Context: an optimization exercise on an open-source flow, tuned for small area and a short achievable clock period. The choices shown serve that exercise and are no tape-out recipe. Where RTL was checked, it was by simulation tests only, not by an equivalence proof against the original.

## run 1
Design lms_weight_updater, start of the top module:
module lms_weight_updater #(
    parameter int unsigned NUM_TAPS   = lms_pkg::NUM_TAPS,
    parameter int unsigned WEIGHT_W   = lms_pkg::WEIGHT_W,
    parameter int unsigned MU_SHIFT   = lms_pkg::MU_SHIFT,
    parameter int unsigned LEAK_SHIFT = lms_pkg::LEAK_SHIFT
) (
    input  logic                        clk_in,
    input  logic                        rst_n_in,
    input  lms_pkg::sample_t            sample_in,
    input  logic                        sample_ready,
    input  lms_pkg::sample_t            error_in,
    input  logic                        error_ready,
    input  logic                        freeze_in,
    output logic signed [WEIGHT_W-1:0]  weight_out,
    output logic [$clog2(NUM_TAPS)-1:0] weight_idx_out,
    output logic                        weight_valid_out,
    output logic                        busy_out,
    output logic                        done_out,
    output logic                        overrun_out
);
Size: roughly 3200 cells after synthesis, about 1400 flip-flops, about 70 I/O pins.
==> flow/config.mk <==
export PLATFORM = sky130hd
export DESIGN_NAME = lms_weight_updater
export DESIGN_NICKNAME = lms_weight_updater
export VERILOG_FILES = /design/flow/design.v
export SDC_FILE = /design/flow/constraint.sdc
export NUM_CORES = 4
export LEC_CHECK = 0
export CAP_MARGIN = 20
export CORE_MARGIN = 2
export CORE_UTILIZATION = 40
export CTS_BUF_LIST = sky130_fd_sc_hd__clkbuf_16
export CTS_CLUSTER_DIAMETER = 100
export CTS_CLUSTER_SIZE = 30
export SLEW_MARGIN = 20
==> flow/constraint.sdc <==
create_clock -name core_clock -period 14.0 [get_ports {clk_in}]
set_input_delay 2.8000 -clock core_clock [delete_from_list [all_inputs] [get_ports {clk_in}]]
set_output_delay 2.8000 -clock core_clock [all_outputs]
set_load 0.01 [all_outputs]
standard.sh (not shown) runs the stock make flow with config.mk's settings and CLKGATE_MAP_FILE= SYNTH_SCRIPT=/design/flow/synth_recipe.tcl, a recipe that flattens the netlist after the stock synthesis.
==> flow/flow/run.sh <==
#!/bin/bash
# The standard layout, with timing repair aimed well below the clock period.
set -euo pipefail
export SETUP_SLACK_MARGIN=9.5
export BUFFER_PORTS_ARGS="-buffer_cell sky130_fd_sc_hd__buf_4"
bash standard.sh > flow.log 2>&1
The following lists how run 2 was set up differently from run 1:
- CTS_CLUSTER_DIAMETER no longer set, was 100
- CTS_CLUSTER_SIZE no longer set, was 30
- CTS_BUF_LIST no longer set, was sky130_fd_sc_hd__clkbuf_16
==> flow/flow/run.sh <==
#!/bin/bash
# The standard layout, with timing repair aimed well below the clock period.
set -euo pipefail
export SETUP_SLACK_MARGIN=9.5
bash standard.sh > flow.log 2>&1
Results
- The final layout from run 2, which completed every stage, passed the timing, design-rule and antenna checks at the end of the flow.
- Looking at logic depth of the worst setup path including buffers, run 2 sits above run 1.
- Run 2 vs. run 1: setup slack now smaller; global placer's final weighted congestion comparable.
- From run 1 to run 2 the numbers moved as follows: post-cts resize count rose 100; sequential share of layout area fell 4.3 points; count of clock-buffer cells in the layout rose 124; fmax fell about 1.4%.
Changes in run 3 relative to run 2:
- an added CTS_BUF_LIST of sky130_fd_sc_hd__clkbuf_16
- an added CTS_CLUSTER_SIZE of 24
- an added CTS_CLUSTER_DIAMETER of 120
diff --git a/flow/flow/run.sh b/flow/flow/run.sh
--- a/flow/flow/run.sh
+++ b/flow/flow/run.sh
@@ -4,2 +4,3 @@
 export SETUP_SLACK_MARGIN=9.5
+export BUFFER_PORTS_ARGS="-buffer_cell sky130_fd_sc_hd__buf_4"
 bash standard.sh > flow.log 2>&1
Of run 2 and run 3, the run reporting the higher final critical-path share of the clock period was run 2.
In run 3 relative to run 2, cell area had gone down by a few percent.
Run 3 reports its type of the worst setup path as register to register while run 2 reports primary input to register.
Taking run 2 as the reference, in run 3 utilization now smaller, worst setup slack now larger.
First-iteration DRC count: run 2 vs run 3, no meaningful difference
| global-route usage | lower: run 3 |
Inputs modified between run 3 and run 4:
- CTS_BUF_LIST now sky130_fd_sc_hd__clkbuf_8, was sky130_fd_sc_hd__clkbuf_16
- CTS_CLUSTER_DIAMETER no longer set, was 120
Notes after the runs:
Run 4 closes out successfully: all stages finished, all timing, DRC and antenna checks passed.
Changes observed in run 4 relative to run 3: routed metal-1 wirelength up 700 µm, critical path depth now sits lower, final area moved up.
Diff run 3..run 4 | post-synth net total | unchanged
The post-route clock period utilization on run 3 is in line with that on run 4.
diff inputs: run 4 => run 5
==> flow/flow/run.sh <==
#!/bin/bash
# The standard layout, with timing repair aimed well below the clock period.
set -euo pipefail
export SETUP_SLACK_MARGIN=9.5
bash standard.sh > flow.log 2>&1
--- outcome ---
Re total met2 wirelength after detailed routing: run 5 is 4.1% up on run 4.
Lower sequential share of layout area goes to run 5 over run 4.
Run 4 → run 5: wire length after detailed routing saw an increase, area taken by flip-flops and latches saw little to no change.
--- input diff run 5..run 6 ---
- CTS_BUF_LIST removed (was sky130_fd_sc_hd__clkbuf_8)
- CTS_CLUSTER_SIZE removed (was 24)
==> flow/flow/run.sh <==
#!/bin/bash
# The standard layout, with timing repair aimed well below the clock period.
set -euo pipefail
export SETUP_SLACK_MARGIN=10.5
bash standard.sh > flow.log 2>&1
Findings:
- NOTE: number of signal-net buffers in the layout in run 6 exceeds that of run 5
No run of this note included a check of the RTL's function; only the layout flow was run.


lms_weight_updater again, from the RTL that the note above started with.
Settings: LEC_CHECK=0, CAP_MARGIN=20, CORE_MARGIN=2, CORE_UTILIZATION=55, CTS_BUF_LIST=sky130_fd_sc_hd__clkbuf_16, CTS_CLUSTER_DIAMETER=120, CTS_CLUSTER_SIZE=24, SLEW_MARGIN=20; clock period 14.0 ns.
==> flow/flow/run.sh <==
#!/bin/bash
# The standard layout, with timing repair aimed well below the clock period.
set -euo pipefail
export SETUP_SLACK_MARGIN=9.5
export BUFFER_PORTS_ARGS="-buffer_cell sky130_fd_sc_hd__buf_4"
bash standard.sh > flow.log 2>&1
==> next run, changes <==
- ABC_AREA: not set -> 1
- CORE_UTILIZATION: 55 -> 40
Result: Wire length falls by about 5%. Worst setup slack is worse by 0.011 ns. Non-clock buffer count shrinks by 37. Hold slack degrades by 0.019 ns.
==> next run, changes <==
- ABC_AREA: 1 -> not set
- CTS_CLUSTER_DIAMETER: 120 -> 150
- CTS_CLUSTER_SIZE: 24 -> 30
The new run finished clean.
Utilization came out lower by 0.47 points.
Cell area came out lower by 3.0%.
Maximum frequency came out higher by 1.3%.
Flip-flop and latch count stays the same.
Area after synthesis came out lower by 2.3%.
==> next run, changes <==
- CTS_BUF_LIST: sky130_fd_sc_hd__clkbuf_16 -> sky130_fd_sc_hd__clkbuf_8
- CTS_CLUSTER_DIAMETER: 150 -> 100
- CTS_CLUSTER_SIZE: 30 -> 16
Effect: Die area is unchanged; worst setup slack got worse by 0.037 ns; utilization goes down by 0.14 points; final cell count goes up by about 0.7%; count of clock-buffer cells in the layout goes up by 44; global-route usage goes up by 0.24 points; cell area goes down by about 0.3%; non-clock buffer count goes down by 21.
No functional check of the RTL was part of any run of this note.


== build 20 ==
lms_weight_updater, a different RTL version from the one above (not shown whole).
For scale: about 0.055 mm^2 of cells after synthesis.
clock: 14.0 ns
lec_check: 0
cap_margin: 20
core_margin: 2
core_utilization: 40
cts_buf_list: sky130_fd_sc_hd__clkbuf_16
cts_cluster_diameter: 120
cts_cluster_size: 24
slew_margin: 20
==> flow/flow/run.sh <==
#!/bin/bash
# The standard layout (standard.sh, unchanged synthesis and steps), with
# ORFS's timing repair asked to leave 9.5 ns of setup slack at the design's
# clock period, so that it keeps working on paths well inside the period.
set -euo pipefail
export SETUP_SLACK_MARGIN=9.7
# Port buffers: a plain buffer rather than the cell buffer_ports picks by itself.
export BUFFER_PORTS_ARGS="-buffer_cell sky130_fd_sc_hd__buf_4"
bash standard.sh > flow.log 2>&1
Build 20 ended with every stage complete and zero timing, DRC or antenna violations.
diff inputs: build 20 => build 24
-- flow/flow/run.sh --
<<< build 20, line 5
set -euo pipefail
export SETUP_SLACK_MARGIN=9.7
# Port buffers: a plain buffer rather than the cell buffer_ports picks by itself.
>>> build 24, line 5
set -euo pipefail
export SETUP_SLACK_MARGIN=9.5
# Port buffers: a plain buffer rather than the cell buffer_ports picks by itself.
- Compared with build 20, in build 24 number of fill cells has increased, wire length saw a decrease, area growth from synthesis to final layout now smaller.
- Looking at critical path's slowest cell, the sky130_fd_sc_hd__fa_1 result is from build 24; the sky130_fd_sc_hd__fa_2 one comes from build 20.
diff inputs: build 24 => build 73
-- flow/config.mk --
<<< build 24, line 10
export CORE_UTILIZATION = 40
export CTS_BUF_LIST = sky130_fd_sc_hd__clkbuf_16
export CTS_CLUSTER_DIAMETER = 120
export CTS_CLUSTER_SIZE = 24
>>> build 73, line 10
export CORE_UTILIZATION = 40
export CTS_BUF_LIST = sky130_fd_sc_hd__clkbuf_8
export CTS_CLUSTER_SIZE = 24
[summary]
Build 73 ended with less final worst hold slack than build 24. Build 73 ended up with x_pre[1]$_DFF_P_ as its end point of the critical path; build 24 ended up with pipe_q[41]$_DFF_P_. The clock skew reported for build 73 is greater than that of build 24 by 0.014 ns. Changes observed in build 73 relative to build 24: worst setup slack rose 0.0061 ns; layout-stage area growth over the synthesis result went up by 3.3 points; total area of multi-input combinational cells moved down.

==> afterwards: timing with drivers on the ports <==
No port has a modelled driver above. Below, the same layouts with a new extraction and two added sets of constraints. Step 1 assumes that a clkbuf_16 drives the clock port and a buf_2 every other input. Step 2 also shifts input and output timing later by t, the mid clock arrival at the registers, as if the neighbouring blocks saw the same clock. Three values: ideal ports, drivers, drivers and shift; two values: the first two.
| run | shift t [ns] | setup WS [ns] | worst setup path after step 2 | latest minus earliest clock arrival (ns) | cell pins on the clock port's net |
|---|---|---|---|---|---|
| run 1 | 0.763 | 9.548 / 9.552 / 8.793 | input to register | 0.068 / 0.068 | 1 |
| run 2 | 0.828 | 9.484 / 9.501 / 8.693 | input to register | 0.033 / 0.033 | 1 |
| run 3 | 0.750 | 9.533 / 9.533 / 8.807 | input to register | 0.051 / 0.051 | 1 |
| run 4 | 0.950 | 9.545 / 9.564 / 8.614 | input to register | 0.052 / 0.052 | 1 |
| run 5 | 0.979 | 9.520 / 9.538 / 8.589 | input to register | 0.053 / 0.054 | 1 |
| run 6 | 0.837 | 9.477 / 9.507 / 8.670 | input to register | 0.034 / 0.033 | 1 |
| the first run of note 2 | 0.722 | 9.489 / 9.407 / 8.685 | input to register | 0.035 / 0.035 | 1 |
| the second run of note 2 | 0.778 | 9.477 / 9.441 / 8.663 | input to register | 0.052 / 0.052 | 1 |
| the third run of note 2 | 0.758 | 9.536 / 9.529 / 8.771 | input to register | 0.073 / 0.072 | 1 |
| the fourth run of note 2 | 0.895 | 9.499 / 9.499 / 8.742 | input to register | 0.078 / 0.078 | 1 |
| build 20 | 0.746 | 9.453 / 9.383 / 8.637 | input to register | 0.049 / 0.049 | 1 |
| build 24 | 0.750 | 9.508 / 9.423 / 8.673 | input to register | 0.055 / 0.055 | 1 |
| build 73 | 0.998 | 9.514 / 9.463 / 8.586 | input to register | 0.070 / 0.070 | 1 |
After both steps setup and hold are still met in every run listed.
